Context: an optimization exercise on an open-source flow, tuned for small area, a short achievable clock period and few clock cycles. The choices shown serve that exercise and are no tape-out recipe.
The RTL was checked by simulation tests, not by an equivalence proof against the original design.
No activity file was given, so power comes from the tool's default toggle rates.

==> run H: inputs <==
==> flow/design.v (excerpt) <==
module rename_unit (
   input  logic       clk,
   input  logic       reset_n,
   input  logic       in0_valid,
   input  logic       in0_rd_valid,
   input  logic [4:0] in0_rd,
   input  logic [4:0] in0_rs1,
   input  logic [4:0] in0_rs2,
   input  logic       in1_valid,
   input  logic       in1_rd_valid,
   input  logic [4:0] in1_rd,
   input  logic [4:0] in1_rs1,
   input  logic [4:0] in1_rs2,
   output logic       rename_ready,
   output logic [5:0] out0_prf_rs1,
   output logic [5:0] out0_prf_rs2,
   output logic [5:0] out0_prd,
   output logic [5:0] out0_prd_old,
   output logic [3:0] out0_rob_idx,
   output logic [5:0] out1_prf_rs1,
   output logic [5:0] out1_prf_rs2,
   output logic [5:0] out1_prd,
   output logic [5:0] out1_prd_old,
   output logic [3:0] out1_rob_idx,
   input  logic       complete_valid,
   input  logic [3:0] complete_idx,
   input  logic       mispredict_valid,
   input  logic [3:0] mispredict_idx,
   output logic       ret0_valid,
   output logic       ret0_wb,
   output logic [4:0] ret0_arf,
   output logic [5:0] ret0_prf,
   output logic [5:0] ret0_prf_old,
   output logic       ret1_valid,
   output logic       ret1_wb,
   output logic [4:0] ret1_arf,
   output logic [5:0] ret1_prf,
   output logic [5:0] ret1_prf_old
);
   logic [1:0]      alloc_req, in_valid, in_rd_valid;
   logic [1:0][4:0] in_rd, in_rs1, in_rs2;
   logic [1:0][5:0] alloc_prf, prd_old;
   logic [3:0][5:0] src_prf;
   logic [1:0][3:0] rob_idx;
   logic            umode;
   logic [1:0]      undo_en;
   logic [1:0]      ret_valid, rd_valid;
   logic [1:0][4:0] rd_arf;
   logic [1:0][5:0] rd_prf, rd_prf_old;
   assign in_valid    = {in1_valid, in0_valid};
   assign in_rd_valid = {in1_rd_valid, in0_rd_valid};
  ...
clock: 10.0 ns
lec_check: 0
abc_area: 1
cap_margin: 20
core_margin: 2
core_utilization: 25
cts_cluster_diameter: 100
cts_cluster_size: 20
place_density: 0.35
setup_slack_margin: 4.4
slew_margin: 20
synth_hierarchical: 1
synth_minimum_keep_size: 0
tns_end_percent: 5
run.sh (not shown) runs the stock make flow with config.mk's settings and CLKGATE_MAP_FILE= SYNTH_SCRIPT=/design/flow/synth_recipe.tcl, a recipe that flattens the netlist after the stock synthesis.
==> run K (differences from run H) <==
--- a/flow/design.v
+++ b/flow/design.v
@@ -72,18 +72,18 @@
 module free_list (
    input  logic        clk,
    input  logic        reset_n,
    input  logic [1:0]      alloc_req,
    input  logic [1:0]      rel_en,
    input  logic [1:0][5:0] rel_prf,
    output logic [1:0][5:0] alloc_prf
 );
-   logic [63:0] free_map;
-   logic [63:0] free_next;
+   logic [63:0] free_map;          
+   logic [63:0] avail;             
    logic [63:0] lo_oh, hi_oh;      
    function automatic logic [63:0] first_one(input logic [63:0] v);
       logic [7:0] any, gsel, below;
       logic [63:0] r;
       for (int g = 0; g < 8; g++) any[g] = |v[8*g +: 8];
       below = '0;
       for (int g = 1; g < 8; g++) below[g] = below[g-1] | any[g-1];
       gsel = any & ~below;
@@ -103,30 +103,30 @@
       logic [5:0] r;
       r = '0;
       for (int i = 0; i < 64; i++) r = r | (6'(i) & {6{oh[i]}});
       encode = r;
    endfunction
    always_comb begin
       lo_oh = first_one(free_map);
       hi_oh = reverse(first_one(reverse(free_map)));
-      alloc_prf[0] = encode(lo_oh);
-      alloc_prf[1] = encode(hi_oh);
-   end
-   always_comb begin
-      free_next = free_map & ~(lo_oh & {64{alloc_req[0]}}) & ~(hi_oh & {64{alloc_req[1]}});
+      avail = free_map & ~(lo_oh & {64{alloc_req[0]}}) & ~(hi_oh & {64{alloc_req[1]}});
       for (int i = 0; i < 2; i++) begin
-         if (rel_en[i]) free_next[rel_prf[i]] = 1'b1;
+         if (rel_en[i]) avail[rel_prf[i]] = 1'b1;
       end
    end
    always_ff @(posedge clk) begin
       if (!reset_n) begin
-         free_map <= {{32{1'b1}}, {32{1'b0}}};
+         free_map     <= {1'b0, {30{1'b1}}, 1'b0, {32{1'b0}}};
+         alloc_prf[0] <= 6'd32;
+         alloc_prf[1] <= 6'd63;
       end else begin
-         free_map <= free_next;
+         free_map <= avail;
+         if (alloc_req[0]) alloc_prf[0] <= encode(lo_oh);
+         if (alloc_req[1]) alloc_prf[1] <= encode(hi_oh);
       end
    end
 endmodule
 module rename_rob (
    input  logic            clk,
    input  logic            reset_n,
    input  logic [1:0]      in_valid,
    input  logic [1:0]      in_rd_valid,
@@ -134,111 +134,112 @@
    input  logic [1:0][5:0] in_prd,
    input  logic [1:0][5:0] in_prd_old,
    input  logic            complete_valid,
    input  logic [3:0]      complete_idx,
    input  logic            mispredict_valid,
    input  logic [3:0]      mispredict_idx,
    output logic            ready,
    output logic [1:0][3:0] rob_idx,
-   output logic            umode,       
-   output logic [1:0]      undo_en,
    output logic [1:0]      ret_valid,
-   output logic [1:0]      rd_valid,
-   output logic [1:0][4:0] rd_arf,
-   output logic [1:0][5:0] rd_prf,
-   output logic [1:0][5:0] rd_prf_old
+   output logic [1:0]      ret_wb,
+   output logic [1:0][4:0] ret_arf,
+   output logic [1:0][5:0] ret_prf,
+   output logic [1:0][5:0] ret_prf_old,
+   output logic            rec,
+   output logic [1:0]      undo_en,
+   output logic [1:0][4:0] undo_arf,
+   output logic [1:0][5:0] undo_prf,
+   output logic [1:0][5:0] undo_prf_old
 );
    logic [15:0]      ent_rd_valid;
    logic [15:0][4:0] ent_rd_id;
    logic [15:0][5:0] ent_prd;
    logic [15:0][5:0] ent_prd_old;
    logic [15:0]      ent_done;
-   logic [3:0] rp;            
-   logic [3:0] rp1;           
    logic [3:0] hn;            
+   logic [3:0] wp;            
    logic [3:0] tail;          
    logic [4:0] count;         
    logic [1:0] accept;
    logic [1:0] acc_cnt, ret_cnt;
    logic [3:0] lim, hn_nx;
    logic [4:0] cnt_nx;
    logic [3:0] hn1, tail_acc;
-   logic       rec;           
-   logic       wk, sq2, more;
-   logic [3:0] tail_nx;
    logic       sq_any, r0, r1, done0, done1, last, rec_nx;
    logic [1:0] wr_ev, wr_od;        
    logic       dv_ev, dv_od;
    logic [4:0] rd_ev, rd_od;
    logic [5:0] prd_ev, prd_od, old_ev, old_od;
    logic [15:0] we;
-   logic       rd_valid0, rd_valid1;
+   logic       a0;                  
    logic [2:0] ev_i, od_i;
    logic       e_dv, o_dv;
    logic [4:0] e_rd, o_rd;
    logic [5:0] e_prd, o_prd, e_old, o_old;
+   logic [1:0]      p_dv;
+   logic [1:0][4:0] p_rd;
+   logic [1:0][5:0] p_prd, p_old;
    always_comb begin
       ready = !rec && ((count <= 5'd14) || (count == 5'd15 && !(in_valid[0] && in_valid[1])));
       accept     = in_valid & {2{ready && !mispredict_valid}};
       rob_idx[0] = tail;
       rob_idx[1] = tail + {3'b0, in_valid[0]};
       acc_cnt    = {1'b0, accept[0]} + {1'b0, accept[1]};
       tail_acc   = tail + {2'b0, acc_cnt};
-      tail_nx    = mispredict_valid ? mispredict_idx + 4'd1 : tail_acc;
+   end
+   always_comb begin
+      a0   = rec ? wp[0] : hn[0];
+      ev_i = rec ? wp[3:1] : hn[3:1] + {2'b0, hn[0]};
+      od_i = rec ? wp[3:1] - {2'b0, !wp[0]} : hn[3:1];
+      e_dv  = ent_rd_valid[{ev_i, 1'b0}];
+      e_rd  = ent_rd_id[{ev_i, 1'b0}];
+      e_prd = ent_prd[{ev_i, 1'b0}];
+      e_old = ent_prd_old[{ev_i, 1'b0}];
+      o_dv  = ent_rd_valid[{od_i, 1'b1}];
+      o_rd  = ent_rd_id[{od_i, 1'b1}];
+      o_prd = ent_prd[{od_i, 1'b1}];
+      o_old = ent_prd_old[{od_i, 1'b1}];
+      p_dv[0]  = a0 ? o_dv  : e_dv;
+      p_rd[0]  = a0 ? o_rd  : e_rd;
+      p_prd[0] = a0 ? o_prd : e_prd;
+      p_old[0] = a0 ? o_old : e_old;
+      p_dv[1]  = a0 ? e_dv  : o_dv;
+      p_rd[1]  = a0 ? e_rd  : o_rd;
+      p_prd[1] = a0 ? e_prd : o_prd;
+      p_old[1] = a0 ? e_old : o_old;
+      last         = (wp == tail) || (wp - 4'd1 == tail);
+      undo_en[0]   = rec && p_dv[0];
+      undo_en[1]   = rec && (wp != tail) && p_dv[1];
+      undo_arf     = p_rd;
+      undo_prf     = p_prd;
+      undo_prf_old = p_old;
    end
    always_comb begin
       hn1   = hn + 4'd1;
-      last  = (rp == tail) || (rp - 4'd1 == tail);
       done0 = ent_done[hn]  || (complete_valid && complete_idx == hn);
       done1 = ent_done[hn1] || (complete_valid && complete_idx == hn1);
       sq_any = mispredict_idx != tail - 4'd1;
-      sq2    = sq_any && mispredict_idx != tail - 4'd2;
-      wk     = !rec && !ret_valid[0];
-      more   = wk ? (sq2 && mispredict_idx != tail - 4'd3) : sq_any;
-      rec_nx = mispredict_valid ? more : (rec && !last);
-      r0      = (count >= 5'd1) && done0 && !mispredict_valid && !(rec && !last);
+      rec_nx = mispredict_valid ? sq_any : (rec && !last);
+      r0      = (count >= 5'd1) && done0 && !mispredict_valid && !rec;
       r1      = r0 && (count >= 5'd2) && done1;
       ret_cnt = {1'b0, r0} + {1'b0, r1};
       lim     = mispredict_idx + (4'd1 - hn);
       case ({acc_cnt, ret_cnt})
          4'b00_00, 4'b01_01, 4'b10_10: cnt_nx = count;
          4'b01_00, 4'b10_01:           cnt_nx = count + 5'd1;
          4'b10_00:                     cnt_nx = count + 5'd2;
          4'b00_01, 4'b01_10:           cnt_nx = count - 5'd1;
          default:                      cnt_nx = count - 5'd2;
       endcase
       case (ret_cnt)
          2'd0:    hn_nx = hn;
          2'd1:    hn_nx = hn1;
          default: hn_nx = hn + 4'd2;
       endcase
-      ev_i  = rp[0] ? rp1[3:1] : rp[3:1];
-      od_i  = rp[0] ? rp[3:1]  : rp1[3:1];
-      e_dv  = ent_rd_valid[{ev_i, 1'b0}];
-      e_rd  = ent_rd_id[{ev_i, 1'b0}];
-      e_prd = ent_prd[{ev_i, 1'b0}];
-      e_old = ent_prd_old[{ev_i, 1'b0}];
-      o_dv  = ent_rd_valid[{od_i, 1'b1}];
-      o_rd  = ent_rd_id[{od_i, 1'b1}];
-      o_prd = ent_prd[{od_i, 1'b1}];
-      o_old = ent_prd_old[{od_i, 1'b1}];
-      rd_valid0     = rp[0] ? o_dv  : e_dv;
-      rd_valid1     = rp[0] ? e_dv  : o_dv;
-      rd_valid[0]   = rd_valid0;
-      rd_arf[0]     = rp[0] ? o_rd  : e_rd;
-      rd_prf[0]     = rp[0] ? o_prd : e_prd;
-      rd_prf_old[0] = rp[0] ? o_old : e_old;
-      rd_valid[1]   = rd_valid1;
-      rd_arf[1]     = rp[0] ? e_rd  : o_rd;
-      rd_prf[1]     = rp[0] ? e_prd : o_prd;
-      rd_prf_old[1] = rp[0] ? e_old : o_old;
-      umode      = rec || (mispredict_valid && wk);
-      undo_en[0] = (rec || (mispredict_valid && wk && sq_any)) && rd_valid0;
-      undo_en[1] = (rec ? rp != tail : (mispredict_valid && wk && sq2)) && rd_valid1;
    end
    always_comb begin
       wr_ev  = tail[0] ? 2'b10 : (in_valid[0] ? 2'b01 : 2'b10);
       wr_od  = tail[0] ? (in_valid[0] ? 2'b01 : 2'b10) : 2'b10;
       dv_ev  = wr_ev[0] ? in_rd_valid[0] : in_rd_valid[1];
       rd_ev  = wr_ev[0] ? in_rd_id[0]    : in_rd_id[1];
       prd_ev = wr_ev[0] ? in_prd[0]      : in_prd[1];
       old_ev = wr_ev[0] ? in_prd_old[0]  : in_prd_old[1];
@@ -257,44 +258,41 @@
             ent_prd[i]      <= (i % 2 == 0) ? prd_ev : prd_od;
             ent_prd_old[i]  <= (i % 2 == 0) ? old_ev : old_od;
             ent_done[i]     <= 1'b0;
          end
       end
       if (complete_valid) ent_done[complete_idx] <= 1'b1;
    end
    always_ff @(posedge clk) begin
+      ret_wb      <= p_dv;
+      ret_arf     <= p_rd;
+      ret_prf     <= p_prd;
+      ret_prf_old <= p_old;
+   end
+   always_ff @(posedge clk) begin
       if (!reset_n) begin
-         rp        <= 4'd15;
-         rp1       <= 4'd14;
          hn        <= '0;
+         wp        <= '0;
          tail      <= '0;
          count     <= '0;
          rec       <= 1'b0;
          ret_valid <= '0;
       end else begin
          hn        <= hn_nx;
          ret_valid <= {r1, r0};
          rec       <= rec_nx;
          if (mispredict_valid) begin
             tail  <= mispredict_idx + 4'd1;
             count <= {lim == 4'd0, lim};
+            wp    <= tail - 4'd1;
          end else begin
             tail  <= tail_acc;
             count <= cnt_nx;
-         end
-         if (rec_nx) begin
-            rp  <= mispredict_valid ? (wk ? tail - 4'd3 : tail - 4'd1) : rp - 4'd2;
-            rp1 <= mispredict_valid ? (wk ? tail - 4'd4 : tail - 4'd2) : rp - 4'd3;
-         end else if (r0) begin
-            rp  <= hn;
-            rp1 <= hn1;
-         end else begin
-            rp  <= tail_nx - 4'd1;
-            rp1 <= tail_nx - 4'd2;
+            wp    <= wp - 4'd2;
          end
       end
    end
 endmodule
 module rename_unit (
    input  logic       clk,
    input  logic       reset_n,
    input  logic       in0_valid,
@@ -333,50 +331,53 @@
    output logic [5:0] ret1_prf,
    output logic [5:0] ret1_prf_old
 );
    logic [1:0]      alloc_req, in_valid, in_rd_valid;
    logic [1:0][4:0] in_rd, in_rs1, in_rs2;
    logic [1:0][5:0] alloc_prf, prd_old;
    logic [3:0][5:0] src_prf;
    logic [1:0][3:0] rob_idx;
-   logic            umode;
+   logic [1:0]      ret_valid, ret_wb;
+   logic [1:0][4:0] ret_arf;
+   logic [1:0][5:0] ret_prf, ret_prf_old;
+   logic            rec;
    logic [1:0]      undo_en;
-   logic [1:0]      ret_valid, rd_valid;
-   logic [1:0][4:0] rd_arf;
-   logic [1:0][5:0] rd_prf, rd_prf_old;
+   logic [1:0][4:0] undo_arf;
+   logic [1:0][5:0] undo_prf, undo_prf_old;
    assign in_valid    = {in1_valid, in0_valid};
    assign in_rd_valid = {in1_rd_valid, in0_rd_valid};
    assign in_rd       = {in1_rd, in0_rd};
    assign in_rs1      = {in1_rs1, in0_rs1};
    assign in_rs2      = {in1_rs2, in0_rs2};
    assign alloc_req = in_valid & in_rd_valid & {2{rename_ready && !mispredict_valid}};
    assign {out0_prf_rs1, out0_prf_rs2, out0_prd, out0_prd_old, out0_rob_idx} =
           {src_prf[0], src_prf[1], alloc_prf[0], prd_old[0], rob_idx[0]};
    assign {out1_prf_rs1, out1_prf_rs2, out1_prd, out1_prd_old, out1_rob_idx} =
           {src_prf[2], src_prf[3], alloc_prf[1], prd_old[1], rob_idx[1]};
    assign {ret0_valid, ret0_wb, ret0_arf, ret0_prf, ret0_prf_old} =
-          {ret_valid[0], rd_valid[0], rd_arf[0], rd_prf[0], rd_prf_old[0]};
+          {ret_valid[0], ret_wb[0], ret_arf[0], ret_prf[0], ret_prf_old[0]};
    assign {ret1_valid, ret1_wb, ret1_arf, ret1_prf, ret1_prf_old} =
-          {ret_valid[1], rd_valid[1], rd_arf[1], rd_prf[1], rd_prf_old[1]};
+          {ret_valid[1], ret_wb[1], ret_arf[1], ret_prf[1], ret_prf_old[1]};
    maptable u_maptable (
       .clk, .reset_n,
       .in_valid, .in_rd_valid,
       .rd_id (in_rd), .rs1_id (in_rs1), .rs2_id (in_rs2), .alloc_prf,
-      .wr_en  (undo_en | alloc_req),
-      .wr_arf (umode ? rd_arf : in_rd),
-      .wr_prf (umode ? rd_prf_old : alloc_prf),
+      .wr_en  (rec ? undo_en : alloc_req),
+      .wr_arf (rec ? undo_arf : in_rd),
+      .wr_prf (rec ? undo_prf_old : alloc_prf),
       .src_prf, .prd_old
    );
    free_list u_free_list (
       .clk, .reset_n, .alloc_req,
-      .rel_en  (umode ? undo_en : (ret_valid & rd_valid)),
-      .rel_prf (umode ? rd_prf : rd_prf_old),
+      .rel_en  (rec ? undo_en : (ret_valid & ret_wb)),
+      .rel_prf (rec ? undo_prf : ret_prf_old),
       .alloc_prf
    );
    rename_rob u_rename_rob (
       .clk, .reset_n, .in_valid,
       .in_rd_valid, .in_rd_id (in_rd), .in_prd (alloc_prf), .in_prd_old (prd_old),
       .complete_valid, .complete_idx, .mispredict_valid, .mispredict_idx,
       .ready (rename_ready), .rob_idx,
-      .umode, .undo_en, .ret_valid, .rd_valid, .rd_arf, .rd_prf, .rd_prf_old
+      .ret_valid, .ret_wb, .ret_arf, .ret_prf, .ret_prf_old,
+      .rec, .undo_en, .undo_arf, .undo_prf, .undo_prf_old
    );
 endmodule
==> flow/flow/run.sh (new file) <==
#!/bin/bash
# The standard layout, except that the port buffers are plain buf_2
# cells instead of the delay cells buffer_ports picks by default.
set -euo pipefail
export BUFFER_PORTS_ARGS="-buffer_cell sky130_fd_sc_hd__buf_2"
bash standard.sh > standard_flow.log 2>&1
==> flow/standard.sh (new file) <==
#!/bin/bash
# synth_recipe.tcl (not shown) runs the flow's synth.tcl, then flattens the netlist and writes it again
# the make line also repeats each setting of config.mk as NAME=value (left out here)
make -C /OpenROAD-flow-scripts/flow DESIGN_CONFIG=/design/flow/config.mk WORK_HOME=/design/flow/orfs CLKGATE_MAP_FILE= SYNTH_SCRIPT=/design/flow/synth_recipe.tcl "${@:-finish}"
CTS_CLUSTER_DIAMETER = unset   (was 100)
CTS_CLUSTER_SIZE = unset   (was 20)
SETUP_SLACK_MARGIN = 4.5   (was 4.4)
removed: flow/run.sh
==> summary.md <==
| Metric | Value |
|---|---|
| Status | `no timing/DRC/antenna violations` |
| Core area | `167000 sq um` |
| Post-CTS Setup Bufs | `47` |
| Crit Reg-Reg Endpoint | `u_maptable.spec[17]` |
| R2r setup slk | `4.65 ns` |
| WP data arrival | `3.69 ns` |
| Area contributors post-synth | `edfxtp_1 (21%), nand2_1 (19%), dfxtp_1 (16%), o21ai_0 (9.4%), nor2_1 (5.6%)` |
| Psw | `between 0.003 and 0.004 W` |
| Critical path's largest stage delay | `0.63 ns` |
| Via Count | `47300` |
| Syn_nets | `6458` |
| Largest net degree at the start of global routing | `74` |
the above is filed under run K

==> summary.md <==
| Metric | Value |
|---|---|
| Psw | `0.00551 W` |
| Post-CTS Setup Bufs | `approximately 110` |
| Largest net degree at the start of global routing | `63` |
| Core area | `165000 sq um` |
| Via Count | `47900` |
| WP data arrival | `3.89 ns` |
| Top class by area | `multi-input gates` |
| Syn_nets | `6553` |
| Starting density of the core | `0.252` |
| Status | `no timing/DRC/antenna violations` |
| R2r setup slk | `4.94 ns` |
| Crit Reg-Reg Endpoint | `u_maptable.spec[119]` |
| Area contributors post-synth | `edfxtp_1 (21%), nand2_1 (20%), dfxtp_1 (14%), o21ai_0 (11%), nor2_1 (5.7%)` |
the above is filed under run H

Testbench counts of run H, summed over its fixed seeds: cycles 49,823.
Testbench counts of run K, summed over its fixed seeds: cycles 50,282.

## port drivers added, routing unchanged
Ports are ideal in the flow. The routed layouts listed here were re-timed in OpenROAD.
Step 1 sets driving cells, clkbuf_16 on the clock port and buf_2 on the other inputs (assumed; they add their load-dependent delay and slew).
Step 2, shift: input delay + t, output delay - t, t = (earliest + latest rising clock arrival at the registers) / 2. This alone moves slack from input paths to output paths.
a / b / c = ideal ports / drivers / drivers and shift; a / b = the first two.
run | t (ns) | setup slack, ns | pins driven straight from the clock port
run H | 0.745 | 4.107 / 4.076 / 3.801 | 1
run K | 0.778 | 4.313 / 4.278 / 4.278 | 1
After both steps setup and hold are still met in every run listed. For run H, which loses most, drivers alone change the setup slack by -0.031 ns; drivers and shift together by -0.306 ns.
